Source: an optimization exercise on an open RTL-to-GDS flow (aim: small area). Production flows keep margins and buffers that such runs may drop.
The RTL was checked by simulation tests, not by an equivalence proof against the original design.
Power and IR drop assume default switching activity.

Setup of v6:
Design servo_pwm_with_nibble_command_link_top, start of the top module:
module servo_pwm_with_nibble_command_link_top #(
    parameter int SERVO_COUNT = 3
) (
    input  logic                              clk,
    input  logic                              rst_n,
    input  logic                              in_valid,
    output logic                              in_stall,
    input  logic [spwm_pkg::NIB_W-1:0]        port_nibble,
    output logic                              out_valid,
    input  logic                              out_stall,
    output logic [spwm_pkg::PWM_W-1:0]        pwm_levels,
    output logic [spwm_pkg::CLAW_W-1:0]       claw_event,
    output logic                              frame_error,
    input  logic                              cfg_valid,
    output logic                              cfg_ready,
    input  logic [spwm_pkg::REG_IDX_W-1:0]    cfg_index,
    input  logic [spwm_pkg::CNT_W-1:0]        cfg_data
);
For scale: ~180 flip-flops, ~37 I/O pins, about 11000 sq um of cells after synthesis.
Settings: LEC_CHECK=0, ABC_AREA=1, CAP_MARGIN=20, CORE_MARGIN=2, CORE_UTILIZATION=65, CTS_BUF_LIST=sky130_fd_sc_hd__clkbuf_8, SLEW_MARGIN=20; clock period 12.0 ns.
standard.sh (not shown) runs the stock make flow with config.mk's settings and CLKGATE_MAP_FILE= SYNTH_SCRIPT=/design/flow/synth_recipe.tcl, a recipe that flattens the netlist after the stock synthesis.
==> flow/flow/run.sh <==
#!/bin/bash
set -euo pipefail
W=$(pwd)
RES=orfs/results/${FLOW_PLATFORM}/servo_pwm_with_nibble_command_link_top/base
export AREA_ABC_SCRIPT=$W/flow/abc_area.script
export FAPOL_SCRIPT=$W/flow/fapol.py

# reference: the standard synthesis, in a folder of its own
sed "s|WORK_HOME=[^ ]*|WORK_HOME=$W/ref|" standard.sh > ref_standard.sh
bash ref_standard.sh synth > synth_ref.log 2>&1

# the area synthesis and the rest of the layout
sed "s|SYNTH_SCRIPT=[^ ]*|SYNTH_SCRIPT=$W/flow/synth_area.tcl|" standard.sh > area_standard.sh
bash area_standard.sh synth > synth_area.log 2>&1 || echo "area synthesis failed" > fallback.txt

python3 flow/flops.py ref/results/${FLOW_PLATFORM}/servo_pwm_with_nibble_command_link_top/base/1_2_yosys.v > flops_ref.txt
python3 flow/flops.py $RES/1_2_yosys.v > flops_area.txt 2>/dev/null || true
if [ -f fallback.txt ] || ! cmp -s flops_ref.txt flops_area.txt || [ ! -s flops_ref.txt ]; then
  echo "using the standard netlist" | tee -a fallback.txt
  rm -f $RES/1_synth.odb $RES/1_synth.sdc
  cp ref/results/${FLOW_PLATFORM}/servo_pwm_with_nibble_command_link_top/base/1_2_yosys.v $RES/1_2_yosys.v
  cp ref/results/${FLOW_PLATFORM}/servo_pwm_with_nibble_command_link_top/base/1_2_yosys.sdc $RES/1_2_yosys.sdc
  bash area_standard.sh synth > synth_fallback.log 2>&1
fi

bash area_standard.sh "BUFFER_PORTS_ARGS=-buffer_cell sky130_fd_sc_hd__buf_1" \
  "CTS_ARGS=-sink_clustering_enable -repair_clock_nets -buf_list sky130_fd_sc_hd__clkbuf_8 -dont_use_dummy_load" \
  finish > layout.log 2>&1
Other scripts of this flow, unchanged in this note and not shown: flow/flow/abc_area.script, flow/flow/fapol.py, flow/flow/flops.py, flow/flow/synth_area.tcl
v6 went all the way through the flow, and no timing, DRC or antenna check failed.
diff inputs: v6 => v7
Settings: changing CORE_UTILIZATION from 65 to 80.
[summary]
Core util | v7 vs v6 | v7 higher
Relative to v6, the routed via count divided by cell count of v7 is higher by 0.70.
Worst setup skew after layout (v7 over v6): decrease, 22 ps
Comparing v6 and v7, the lower part of the power in combinational logic is on v6.
v7 has switching share of power above what v6 had.
Power: v7 draws more than v6

* * *

servo_pwm_with_nibble_command_link_top, a different RTL version from the one above (not shown whole).
For scale: ~1400 cells after synthesis, ~180 flip-flops, roughly 37 I/O pins, about 11000 um2 of cells after synthesis.
// servo_pwm_with_nibble_command_link_top
module servo_pwm_with_nibble_command_link_top #(
    parameter int SERVO_COUNT = 3
) (
    input  logic                              clk,
    input  logic                              rst_n,
    input  logic                              in_valid,
    output logic                              in_stall,
    input  logic [spwm_pkg::NIB_W-1:0]        port_nibble,
    output logic                              out_valid,
    input  logic                              out_stall,
    output logic [spwm_pkg::PWM_W-1:0]        pwm_levels,
    output logic [spwm_pkg::CLAW_W-1:0]       claw_event,
    output logic                              frame_error,
    input  logic                              cfg_valid,
    output logic                              cfg_ready,
    input  logic [spwm_pkg::REG_IDX_W-1:0]    cfg_index,
    input  logic [spwm_pkg::CNT_W-1:0]        cfg_data
);
Settings: LEC_CHECK=0, ABC_AREA=1, CAP_MARGIN=20, CORE_MARGIN=2, CORE_UTILIZATION=40, CTS_BUF_LIST=sky130_fd_sc_hd__clkbuf_8, SLEW_MARGIN=20; clock period 12.0 ns.
==> flow/flow/run.sh <==
#!/bin/bash
set -euo pipefail
W=$(pwd)
RES=orfs/results/${FLOW_PLATFORM}/servo_pwm_with_nibble_command_link_top/base
export AREA_ABC_SCRIPT=$W/flow/abc_area.script

# reference: the standard synthesis, in a folder of its own
sed "s|WORK_HOME=[^ ]*|WORK_HOME=$W/ref|" standard.sh > ref_standard.sh
bash ref_standard.sh synth > synth_ref.log 2>&1

# the area synthesis and the rest of the layout
sed "s|SYNTH_SCRIPT=[^ ]*|SYNTH_SCRIPT=$W/flow/synth_area.tcl|" standard.sh > area_standard.sh
bash area_standard.sh synth > synth_area.log 2>&1

python3 flow/flops.py ref/results/${FLOW_PLATFORM}/servo_pwm_with_nibble_command_link_top/base/1_2_yosys.v > flops_ref.txt
python3 flow/flops.py $RES/1_2_yosys.v > flops_area.txt
if ! cmp -s flops_ref.txt flops_area.txt || [ ! -s flops_ref.txt ]; then
  echo "flip-flops differ from the standard synthesis; using the standard netlist" | tee fallback.txt
  rm -f $RES/1_synth.odb $RES/1_synth.sdc
  cp ref/results/${FLOW_PLATFORM}/servo_pwm_with_nibble_command_link_top/base/1_2_yosys.v $RES/1_2_yosys.v
  bash area_standard.sh synth > synth_fallback.log 2>&1
fi

bash area_standard.sh "BUFFER_PORTS_ARGS=-buffer_cell sky130_fd_sc_hd__buf_1" finish > layout.log 2>&1
==> flow/flow/abc_area.script <==
strash
&get -n
&fraig -x
&put
strash
balance
rewrite
refactor
balance
rewrite -z
rewrite -z
balance
refactor -z
rewrite -z
balance
dch -f
map -a
topo
==> flow/flow/flops.py <==
# Lists a netlist's flip-flops as "name celltype" (drive strength removed), sorted.
import re, sys
cells = []
for line in open(sys.argv[1]):
    m = re.match(r'\s*(sky130_fd_sc_hd__(?:df|edf|sdf|dl)\w*?)(?:_\d+)?\s+(\S+)\s*\(', line)
    if m:
        cells.append(f"{m.group(2)} {m.group(1)}")
print("\n".join(sorted(cells)))
==> flow/flow/synth_area.tcl <==
# The standard synthesis script (synth_recipe.tcl), with one change: the final ABC
# technology mapping runs an area-oriented script (flow/abc_area.script) in place of
# ORFS's timing-driven one, and only full adders (not half adders) are extracted as adder
# cells. Registers and their names are untouched by these steps.
proc synth {args} { yosys synth -nofsm -noshare {*}$args }
proc abc {args} {
  set i [lsearch -exact $args -script]
  if { $i >= 0 } { lset args [expr {$i + 1}] $::env(AREA_ABC_SCRIPT) }
  yosys abc {*}$args
}
proc extract_fa {args} { yosys extract_fa -fa }
source $::env(SCRIPTS_DIR)/synth.tcl
# left out here: clear keep_hierarchy, flatten, clean up, hide names made inside functions, write 1_2_yosys.v
Change:
--- a/flow/flow/synth_area.tcl
+++ b/flow/flow/synth_area.tcl
@@ -3,2 +3 @@
-# ORFS's timing-driven one, and only full adders (not half adders) are extracted as adder
-# cells. Registers and their names are untouched by these steps.
+# ORFS's timing-driven one. Registers and their names are untouched by this step.
@@ -11 +9,0 @@
-proc extract_fa {args} { yosys extract_fa -fa }
CTS_BUF_LIST = not set   (was sky130_fd_sc_hd__clkbuf_8)
=>
- The new run finished clean
- die area went up slightly
- wire length shrinks by a few percent
- area after synthesis goes up slightly
Change:
==> flow/run.sh (new file) <==
#!/bin/bash
# synth_recipe.tcl (not shown) runs the flow's synth.tcl, then flattens the netlist and writes it again
# the make line also repeats each setting of config.mk as NAME=value (left out here)
make -C /OpenROAD-flow-scripts/flow DESIGN_CONFIG=/design/flow/config.mk WORK_HOME=/design/flow/orfs CLKGATE_MAP_FILE= SYNTH_SCRIPT=/design/flow/synth_recipe.tcl finish
removed: flow/flow/run.sh
removed: flow/flow/abc_area.script
removed: flow/flow/flops.py
removed: flow/flow/synth_area.tcl
removed: flow/standard.sh
Hold slack gets worse by 3.1 ps. Clock skew is about the same. Total power rose by 73%. Design area rose by 8.7%. Global-route usage rose by 0.19 points. Worst setup slack gets better by 970 ps. Non-clock buffer count fell by 3. Via count rose by 10%. Clock power rose by 4.5%.

* * *

## 11-09
servo_pwm_with_nibble_command_link_top, a different RTL version from the one above (not shown whole).
Size in the first run: roughly 1200 cells after synthesis, ~37 I/O pins.
export LEC_CHECK = 0
export ABC_AREA = 1
export CAP_MARGIN = 20
export CORE_MARGIN = 2
export CORE_UTILIZATION = 40
export CTS_BUF_LIST = sky130_fd_sc_hd__clkbuf_8
export SLEW_MARGIN = 20
create_clock -name core_clock -period 12.0 [get_ports {clk}]
==> flow/flow/run.sh <==
#!/bin/bash
set -euo pipefail
W=$(pwd)
RES=orfs/results/${FLOW_PLATFORM}/servo_pwm_with_nibble_command_link_top/base
export AREA_ABC_SCRIPT=$W/flow/abc_area.script

# reference: the standard synthesis, in a folder of its own
sed "s|WORK_HOME=[^ ]*|WORK_HOME=$W/ref|" standard.sh > ref_standard.sh
bash ref_standard.sh synth > synth_ref.log 2>&1

# the area synthesis and the rest of the layout
sed "s|SYNTH_SCRIPT=[^ ]*|SYNTH_SCRIPT=$W/flow/synth_area.tcl|" standard.sh > area_standard.sh
bash area_standard.sh synth > synth_area.log 2>&1

python3 flow/flops.py ref/results/${FLOW_PLATFORM}/servo_pwm_with_nibble_command_link_top/base/1_2_yosys.v > flops_ref.txt
python3 flow/flops.py $RES/1_2_yosys.v > flops_area.txt
if ! cmp -s flops_ref.txt flops_area.txt || [ ! -s flops_ref.txt ]; then
  echo "flip-flops differ from the standard synthesis; using the standard netlist" | tee fallback.txt
  rm -f $RES/1_synth.odb $RES/1_synth.sdc
  cp ref/results/${FLOW_PLATFORM}/servo_pwm_with_nibble_command_link_top/base/1_2_yosys.v $RES/1_2_yosys.v
  bash area_standard.sh synth > synth_fallback.log 2>&1
fi

bash area_standard.sh "BUFFER_PORTS_ARGS=-buffer_cell sky130_fd_sc_hd__buf_1" \
  "CTS_ARGS=-sink_clustering_enable -repair_clock_nets -buf_list sky130_fd_sc_hd__clkbuf_8 -dont_use_dummy_load" \
  finish > layout.log 2>&1
==> flow/flow/abc_area.script <==
strash
&get -n
&deepsyn -T 90
&put
strash
dch -f
map -a
strash
dch -f
amap
topo
==> flow/flow/flops.py <==
# Lists a netlist's flip-flops as "name celltype" (drive strength removed), sorted.
import re, sys
cells = []
for line in open(sys.argv[1]):
    m = re.match(r'\s*(sky130_fd_sc_hd__(?:df|edf|sdf|dl)\w*?)(?:_\d+)?\s+(\S+)\s*\(', line)
    if m:
        cells.append(f"{m.group(2)} {m.group(1)}")
print("\n".join(sorted(cells)))
==> flow/flow/synth_area.tcl <==
# The standard synthesis script (synth_recipe.tcl), with two changes: the final ABC
# technology mapping runs an area-oriented script (flow/abc_area.script) in place of
# ORFS's timing-driven one, and only full adders (not half adders) are extracted as adder
# cells. Registers and their names are untouched by these steps.
proc synth {args} { yosys synth -nofsm -noshare {*}$args }
proc abc {args} {
  set i [lsearch -exact $args -script]
  if { $i >= 0 } { lset args [expr {$i + 1}] $::env(AREA_ABC_SCRIPT) }
  yosys abc {*}$args
}
proc extract_fa {args} { yosys extract_fa -fa }
source $::env(SCRIPTS_DIR)/synth.tcl
# left out here: clear keep_hierarchy, flatten, clean up, hide names made inside functions, write 1_2_yosys.v
Relative to 11-09, the following input files were edited for 11-04:
Settings: CORE_UTILIZATION: 40 -> 65.
Notes after the runs:
Re utilization: 11-04 is 27 points up on 11-09.
11-04 against 11-09: final-stage net count has remained practically unchanged; worst setup slack has decreased.
Between 11-04 and 11-09, the difference in fraction of power spent switching nets is negligible.
Multi-input combinational cell area was lower in the run labelled 11-04.
Going from 11-09 to 11-04, sequential share of layout area picked up an extra 0.78 points, layout buffer count excluding clock buffers lost about 7.5%.
11-04: total internal power about 1.2% below 11-09
[compare] base=11-09 new=11-04: post-layout instance count excluding filler cells went down by 123; number of tap cells inserted went down by 36%.

-- re-timing with driven ports --
Ports are ideal in the flow. The routed layouts listed here were re-timed in OpenROAD. Step 1 sets driving cells, clkbuf_16 on the clock port and buf_2 on the other inputs (assumed; they add their load-dependent delay and slew). Step 2 moves the port delays by t, midway between the first and last clock arrival at a register: inputs arrive t later, outputs are due t later. That takes back most of the time a late clock gives input paths. Three values: no drivers, after step 1, after step 2; two values: the first two.
run	shift t [ns]	slack for setup (ns)	slew at the worst register clock pin (ns)
v6	0.507	0.705 / 0.705 / 0.636	0.11 / 0.11
v7	0.514	0.520 / 0.520 / 0.520	0.09 / 0.09
the first run of note 2	0.514	1.133 / 1.133 / 1.133	0.11 / 0.11
the second run of note 2	0.489	0.885 / 0.885 / 0.885	0.08 / 0.08
the third run of note 2	0.483	1.856 / 1.880 / 1.397	0.08 / 0.08
11-09	0.492	0.998 / 0.998 / 0.804	0.11 / 0.11
11-04	0.496	0.748 / 0.748 / 0.712	0.11 / 0.11
After both steps setup and hold are still met in every run listed. For the third run of note 2, which loses most, drivers alone change the setup slack by +0.024 ns; drivers and shift together by -0.459 ns.
